From an optimization exercise on the open Yosys and OpenROAD flow, aimed at small area, a short achievable clock period and few clock cycles; shortcuts taken in it are not production practice.
Function was checked by simulation only, so behaviour that the tests miss may differ from the original.
No activity file was given, so power comes from the tool's default toggle rates.

==> design/flow/config.mk <==
export PLATFORM = sky130hd
export DESIGN_NAME = bias_path_top
export DESIGN_NICKNAME = bias_path_top
export VERILOG_FILES = /design/flow/design.v
export SDC_FILE = /design/flow/constraint.sdc
export NUM_CORES = 4
export LEC_CHECK = 0
export CAP_MARGIN = 20
export CORE_MARGIN = 2
export CORE_UTILIZATION = 40
export SLEW_MARGIN = 20
export SYNTH_MEMORY_MAX_BITS = 16384
==> design/flow/constraint.sdc <==
create_clock -name core_clock -period 5.5 [get_ports {clk}]
set_input_delay 1.1000 -clock core_clock [delete_from_list [all_inputs] [get_ports {clk}]]
set_output_delay 1.1000 -clock core_clock [all_outputs]
set_load 0.01 [all_outputs]
==> design/flow/design.v <==
`default_nettype none
package bias_pkg;
	typedef logic [(4 * 16)-1:0] ddr_word_t;
	typedef logic signed [16-1:0] bias_t;
	typedef logic signed [20-1:0] bias_out_t;
	typedef logic [4*20-1:0] bias_vec_t;  
	typedef logic [7-1:0] bb_addr_t;
	typedef logic [5-1:0] shift_t;
	typedef logic [8-1:0] word_cnt_t;
	typedef enum logic [1:0] {
		FETCH_IDLE,
		FETCH_PULL,    
		FETCH_WRITE,   
		FETCH_DONE     
	} fetch_state_t;
	typedef enum logic [1:0] {
		READ_IDLE,
		READ_READ,     
		READ_HOLD,     
		READ_DONE      
	} reader_state_t;
endpackage
`default_nettype wire
`timescale 1ns/100ps
`default_nettype none
module bias_fetch (
	input  logic                 clk,
	input  logic                 rst,
	input  logic                 cfg_req,
	input  bias_pkg::word_cnt_t  cfg_count,
	input  bias_pkg::bb_addr_t   cfg_addr,
	output logic                 cfg_ack,
	output logic                 fetch_busy,
	input  logic                 fifo_empty,
	output logic                 fifo_req,
	output logic                 wr_en,
	output bias_pkg::bb_addr_t   wr_addr
);
	logic                active_q;   
	logic                pull_q;     
	logic                ack_q;
	logic                pend_q;     
	bias_pkg::word_cnt_t cnt_q;      
	bias_pkg::bb_addr_t  addr_q;     
	logic start, pop, last;
	assign start = cfg_req && !active_q;
	assign pop   = pull_q && !fifo_empty;
	assign last  = (cnt_q == bias_pkg::word_cnt_t'(1));
	always_ff @(posedge clk) begin
		if (rst) begin
			active_q <= 1'b0;
			pull_q   <= 1'b0;
			ack_q    <= 1'b0;
			pend_q   <= 1'b0;
		end else begin
			active_q <= cfg_req;
			pend_q   <= pop;
			if (start) begin
				pull_q <= (cfg_count != '0);
				ack_q  <= (cfg_count == '0);
			end else begin
				if (pop && last) pull_q <= 1'b0;
				if (!cfg_req) ack_q <= 1'b0;
				else if (pop && last) ack_q <= 1'b1;
			end
		end
	end
	always_ff @(posedge clk) begin
		if (start) begin
			cnt_q <= cfg_count;
		end else if (pop) begin
			cnt_q <= cnt_q - bias_pkg::word_cnt_t'(1);
		end
		if (start) begin
			addr_q <= cfg_addr;
		end else if (pend_q) begin
			addr_q <= addr_q + bias_pkg::bb_addr_t'(1);  
		end
	end
	assign fifo_req   = pop;
	assign wr_en      = pend_q;
	assign wr_addr    = addr_q;
	assign cfg_ack    = ack_q;
	assign fetch_busy = pull_q || pend_q;
endmodule
`default_nettype wire
`timescale 1ns/100ps
`default_nettype none
module bias_buffer (
	input  logic                 clk,
	input  logic                 wr_en,
	input  bias_pkg::bb_addr_t   wr_addr,
	input  bias_pkg::ddr_word_t  wr_data,
	input  logic [7-2:0] rd_addr,
	output bias_pkg::ddr_word_t  rd_lo,
	output bias_pkg::ddr_word_t  rd_hi
);
	bias_pkg::ddr_word_t mem [(1 << 7)];
	always_ff @(posedge clk) begin
		for (int i = 0; i < (1 << 7); i++) begin
			if (wr_en && wr_addr == bias_pkg::bb_addr_t'(i)) begin
				mem[i] <= wr_data;
			end
		end
	end
	assign rd_lo = mem[{1'b0, rd_addr}];
	assign rd_hi = mem[{1'b1, rd_addr}];
endmodule
`default_nettype wire
`timescale 1ns/100ps
`default_nettype none
module bias_reader (
	input  logic                 clk,
	input  logic                 rst,
	input  logic                 rd_req,
	input  bias_pkg::bb_addr_t   rd_addr_in,
	input  bias_pkg::shift_t     rd_shift,
	input  logic                 fetch_busy,  
	output logic                 rd_ack,
	output bias_pkg::bias_vec_t  bias_out,
	input  bias_pkg::ddr_word_t  buf_lo,
	input  bias_pkg::ddr_word_t  buf_hi
);
	logic                ack_q;
	logic                hi_q;
	bias_pkg::shift_t    shift_q;
	bias_pkg::ddr_word_t lo_q, hi_data_q;
	bias_pkg::ddr_word_t word;
	always_ff @(posedge clk) begin
		if (rst) begin
			ack_q <= 1'b0;
		end else begin
			ack_q <= rd_req && (ack_q || !fetch_busy);
		end
	end
	always_ff @(posedge clk) begin
		if (!ack_q) begin
			hi_q      <= rd_addr_in[7-1];
			shift_q   <= rd_shift;
			lo_q      <= buf_lo;
			hi_data_q <= buf_hi;
		end
	end
	assign word = hi_q ? hi_data_q : lo_q;
	always_comb begin
		bias_pkg::bias_t lane;
		bias_pkg::bias_out_t ext;
		bias_out = '0;
		for (int k = 0; k < 4; k++) begin
			lane = word[k*16 +: 16];
			ext  = bias_pkg::bias_out_t'(lane);
			bias_out[k*20 +: 20] = ext << shift_q;
		end
	end
	assign rd_ack = rd_req && ack_q;
endmodule
`default_nettype wire
`timescale 1ns/100ps
`default_nettype none
module bias_path_top (
	input  logic                 clk,
	input  logic                 rst,
	input  logic                 cfg_req,
	input  bias_pkg::word_cnt_t  cfg_count,
	input  bias_pkg::bb_addr_t   cfg_addr,
	output logic                 cfg_ack,
	input  logic                 fifo_empty,
	output logic                 fifo_req,
	input  bias_pkg::ddr_word_t  fifo_data,
	input  logic                 rd_req,
	input  bias_pkg::bb_addr_t   rd_addr,
	input  bias_pkg::shift_t     rd_shift,
	output logic                 rd_ack,
	output bias_pkg::bias_vec_t  bias_out
);
	logic fetch_busy;
	logic wr_en;
	bias_pkg::bb_addr_t wr_addr;
	bias_pkg::ddr_word_t buf_lo, buf_hi;
	bias_fetch fetch0 (
		.clk        (clk),
		.rst        (rst),
		.cfg_req    (cfg_req),
		.cfg_count  (cfg_count),
		.cfg_addr   (cfg_addr),
		.cfg_ack    (cfg_ack),
		.fetch_busy (fetch_busy),
		.fifo_empty (fifo_empty),
		.fifo_req   (fifo_req),
		.wr_en      (wr_en),
		.wr_addr    (wr_addr)
	);
	bias_buffer buffer0 (
		.clk     (clk),
		.wr_en   (wr_en),
		.wr_addr (wr_addr),
		.wr_data (fifo_data),
		.rd_addr (rd_addr[7-2:0]),
		.rd_lo   (buf_lo),
		.rd_hi   (buf_hi)
	);
	bias_reader reader0 (
		.clk        (clk),
		.rst        (rst),
		.rd_req     (rd_req),
		.rd_addr_in (rd_addr),
		.rd_shift   (rd_shift),
		.fetch_busy (fetch_busy),
		.rd_ack     (rd_ack),
		.bias_out   (bias_out),
		.buf_lo     (buf_lo),
		.buf_hi     (buf_hi)
	);
endmodule
`default_nettype wire
==> design/flow/run.sh <==
#!/bin/bash
# synth_recipe.tcl (not shown) runs the flow's synth.tcl, then flattens the netlist and writes it again
# the make line also repeats each setting of config.mk as NAME=value (left out here)
make -C /OpenROAD-flow-scripts/flow DESIGN_CONFIG=/design/flow/config.mk WORK_HOME=/design/flow/orfs CLKGATE_MAP_FILE= SYNTH_SCRIPT=/design/flow/synth_recipe.tcl finish
==> results.toml <==
[timing]
final_period_demand_of_the_worst_path_ns = 5.651
worst_clock_skew_ns = 0.06551
finalSetupTns_ns = -0.4120
timing.slew.headroom = 0.09281
layout_setup_ws_ns = -0.1512
finalHoldWorstSlack_ns = 0.2364
slew_viol_final = 0
number_of_setup_violations_in_the_final_report = 6
max_freq_ghz = 0.1770
grt_setup_unrepaired = "yes"
timing.final.hold_violations = 0
min_period_over_period = 1.027
tightest_slew_ns = 1.361

[global_route]
grt_max_degree = 129
grt_remaining_overflow = 0
grt_first_pass_wirelength_um = 1683000
first_global_vias = 176500
grt_util_all_layers = 0.3246
grt_antenna_before_repair = 132

[logic_synthesis]
synth_enable_flop_cells = 8341
synth-warning-count = 4
yosys_register_bits = 8346
mean_area_per_synthesized_cell_um2 = 18.80
synth-async-reset-ratio = 0
yosys_most_used_dff = "sky130_fd_sc_hd__edfxtp_1"
mappedNetlistArea_mm2 = 0.3053
synthesis.instances = 16240
syn_nets = 16340
synth_sequential_area_ratio = 0.8208
post_synthesis_cell_type_count = 79

[worst_setup_path]
worst-r2r-setup-slack_ns = 1.41
length_in_cells_of_the_worst_reg_to_reg_path = 4
worst-setup-path-type = "reg2out"
crit_path_end = "bias_out[37]"
worstReg2RegEnd = "buffer0.mem[29][47]"
worstPathRequired_ns = 4.40
worst_r2r_startpoint = "fetch0.addr_q[2]"
setup.worst_path.end_class = "primary output"
data_arrival_critical_path_ns = 4.55
timing.critical_path.from = "reader0.lo_q[20]"
start_kind = "flip-flop"
critPathMaxFanout = 6

[cts]
tritoncts.num_buffers = 799
source_to_sink_clock_delay_at_the_later_pin_of_the_worst_skew_pair_ns = 1.21
clock_tree.root_cell = "sky130_fd_sc_hd__clkbuf_16"
clock_sink_count = 8346
max_h_tree_level = 6
worst_setup_hold_path_clk_slew_ns = 0.06
ctsHoldBuffers = 0
cts_max_path_buffers = 4
tritoncts = "done"

[floorplan]
vert_die_dim_um = 877.6
dieWidth_um = 877.6
design.core.area_mm2 = 0.7599
core.rowCount = 320
initial_core_util = 0.4017
pin_count = 179
dieArea_mm2 = 0.7702

[min_path]
hold_path.class = "in2reg"

[run_status]
failed_layout_checks = "setup timing"
status = "complete, but fails checks"

[flow_run]
max_cap_violations = 0

[detailed_routing]
detailroute.via_count = 197100
antenna_violating_nets_post_route = 0
highest-signal-layer = "met5"
routed_vias_inst = 6.964
routed_wirelength_um = 1298000
drc = 0
avgRoutedWirePerCell_um = 45.86
met2_length_um = 552600
routedLengthMet1_um = 428200
wl_met3_um = 208200
drtPass1Iterations = 8
drt_initial_violations = 43380

[pwr]
power_leakage_nw = 110.8
worst_ir_drop_vdd_uv = 303.9
power-per-cell-area_mw_per_mm2 = 367.0

[place]
gp_congestion = 0.9262
post-dp-hpwl_um = 753300
port_buffers = 178
post-place-cells = 26700
placement.setup.worst_slack_ns = 0.4373

[layout]
layoutNonFillerInstCount = 28300
nNetsFinal = 17470
drive_gt1_frac = 0.1559
syn2layout_area_growth_pct = 16.70
[Yosys cell counts, types with 40 or more instances]
cell                        count  area (um^2)
sky130_fd_sc_hd__a2111oi_0     49        429.2
sky130_fd_sc_hd__o21ai_0       61        305.3
sky130_fd_sc_hd__mux4_2        82         1847
sky130_fd_sc_hd__and3_1       158        988.5
sky130_fd_sc_hd__nor3_1        73        365.4
sky130_fd_sc_hd__mux2_2       120         1351
sky130_fd_sc_hd__a21oi_1      161        805.8
sky130_fd_sc_hd__buf_4         40        300.3
sky130_fd_sc_hd__or4_1        155         1164
sky130_fd_sc_hd__nand2_1      450         1689
sky130_fd_sc_hd__a32oi_1       62        543.0
sky130_fd_sc_hd__a22oi_1     3041        22830
sky130_fd_sc_hd__buf_2        322         1612
sky130_fd_sc_hd__clkbuf_1     545         2046
sky130_fd_sc_hd__nor4_1       102        638.1
sky130_fd_sc_hd__edfxtp_1    8341       250500
sky130_fd_sc_hd__nor2_1       319         1197
sky130_fd_sc_hd__nand3_1      147        735.7
sky130_fd_sc_hd__mux2i_1      174         1742
sky130_fd_sc_hd__and4_1       221         1936
sky130_fd_sc_hd__a221oi_1     267         2338
sky130_fd_sc_hd__a22o_1       341         2987
sky130_fd_sc_hd__nand4_1      500         3128
sky130_fd_sc_hd__buf_1        106        397.9
[sequential cells by signal, indices dropped and copies added (netlist names)]
register           cells
buffer0.mem         8192
reader0.hi_data_q     64
reader0.lo_q          64
fetch0.cnt_q           8
fetch0.addr_q          7
reader0.shift_q        5
fetch0.ack_q           1
fetch0.active_q        1
fetch0.pend_q          1
fetch0.pull_q          1
reader0.ack_q          1
reader0.hi_q           1
[worst min path at each step]
stage                    start                    to  slack (ns)  cells after the start
2_1_floorplan  fetch0.active_q          fetch0.ack_q        0.46                      2
3_3_place_gp   fetch0.active_q          fetch0.ack_q        0.51                      2
3_5_place_dp   fetch0.active_q          fetch0.ack_q        0.52                      2
4_1_cts          fifo_data[46]  buffer0.mem[122][46]        0.16                      1
5_1_grt          fifo_data[46]  buffer0.mem[122][46]        0.23                      1
6_report         fifo_data[46]  buffer0.mem[122][46]        0.24                      1
[final cells by class]
| type | instances | area [um^2] |
|---|---|---|
| fillers | 63230 | 403700 |
| flip-flops and latches | 8346 | 250600 |
| multi-input cells | 6855 | 51900 |
| clock buffers | 985 | 21030 |
| repair buffers | 1354 | 15680 |
| well taps | 10140 | 12690 |
| clock inverters | 467 | 3981 |
| diodes | 134 | 335.3 |
| inverters | 15 | 66.31 |
[cells in the final DEF (no fill, tap or decap), types with 55 or more instances in the layout]
master	instances
sky130_fd_sc_hd__a21oi_1	161
sky130_fd_sc_hd__a221oi_1	267
sky130_fd_sc_hd__a22o_1	341
sky130_fd_sc_hd__a22oi_1	3041
sky130_fd_sc_hd__a32oi_1	62
sky130_fd_sc_hd__and3_1	157
sky130_fd_sc_hd__and4_1	221
sky130_fd_sc_hd__buf_12	393
sky130_fd_sc_hd__buf_4	825
sky130_fd_sc_hd__bufinv_16	56
sky130_fd_sc_hd__clkbuf_1	170
sky130_fd_sc_hd__clkbuf_16	815
sky130_fd_sc_hd__clkdlybuf4s50_1	108
sky130_fd_sc_hd__clkinv_1	196
sky130_fd_sc_hd__clkinv_2	155
sky130_fd_sc_hd__diode_2	134
sky130_fd_sc_hd__edfxtp_1	8341
sky130_fd_sc_hd__mux2_2	119
sky130_fd_sc_hd__mux2i_1	172
sky130_fd_sc_hd__mux4_2	82
sky130_fd_sc_hd__nand2_1	448
sky130_fd_sc_hd__nand3_1	146
sky130_fd_sc_hd__nand4_1	500
sky130_fd_sc_hd__nor2_1	167
sky130_fd_sc_hd__nor2_4	162
sky130_fd_sc_hd__nor3_1	55
sky130_fd_sc_hd__nor4_1	95
sky130_fd_sc_hd__o21ai_0	60
sky130_fd_sc_hd__or4_1	155
[repair_timing]
item,in CTS,in global routing
pin swaps,0,0
setup endpoints to repair,12,4
setup buffers,7,2
gates resized for setup,8,4
[routing by layer]
metal,GRT usage,vias up
met5,0,-
met1,0.4149,100400
met4,0.2090,80
met2,0.4740,20750
met3,0.1107,4597
li1,-,71290
[worst max-delay path, stage by stage, from the launching register on]
cell and delay (ns):
sky130_fd_sc_hd__edfxtp_1 0.88, sky130_fd_sc_hd__mux4_2 0.72, sky130_fd_sc_hd__mux2i_1 0.28, sky130_fd_sc_hd__nand2_1 0.08, sky130_fd_sc_hd__o21ai_1 0.24, sky130_fd_sc_hd__a2bb2oi_1 0.32, sky130_fd_sc_hd__o21ai_0 0.23, sky130_fd_sc_hd__clkdlybuf4s50_1 0.54
[stage by stage]
stage	utilization	cell area, um^2	power [mW]
CTS	0.4681	355700	130.1
global route	0.4684	356000	132.7
global placement	0.4344	330100	77.56
finish	0.4688	356300	130.7
detailed placement	0.4350	330600	77.66
floorplan	-	305300	73.60
[kinds of logic (layout without fill, tap and decap cells)]
kind of cell | after synthesis | count (layout) | synth area share
AOI/OAI and AO/OA | 4196 | 4196 | 0.1052
xor gates and xnor gates | 11 | 11 | 0.0003156
adders and majority gates | 6 | 6 | 0.0002459
buffers and inverters | 1039 | 2821 | 0.01486
DFF | 8346 | 8346 | 0.8208
muxes | 376 | 376 | 0.01618
other | 0 | 134 | 0
and+or+nand+nor | 2266 | 2266 | 0.04243
[power by group]
group	internal [mW]	total [mW]	switching (mW)	leakage [nW]
combinational	1.53	5.56	4.03	23.3
clock	29.7	54.0	24.3	12.3
sequential	70.3	71.2	0.890	75.2
total	102	131	29.2	111
Testbench counts, summed over its fixed seeds: cycles 11,008.

[re-timing with driven ports]
Ports are ideal in the flow. The routed layout listed here was re-timed in OpenROAD. Step 1: set_driving_cell puts a clkbuf_16 on clk and a buf_2 on each other input, an assumption about the parent block. Step 2 moves the port delays by t, midway between the first and last clock arrival at a register: inputs arrive t later, outputs are due t later. That takes back most of the time a late clock gives input paths. a / b / c = ideal / step 1 / step 2; a / b = the first two.
t (ns): 1.321
setup slack, ns: -0.151 / -0.287 / -0.168
worst setup path at the end: input to register
worst register clock-pin slew, ns: 0.07 / 0.07
pins driven straight from the clock port: 1
The setup slack of this run moves by -0.136 ns with the drivers and by -0.017 ns with both steps.
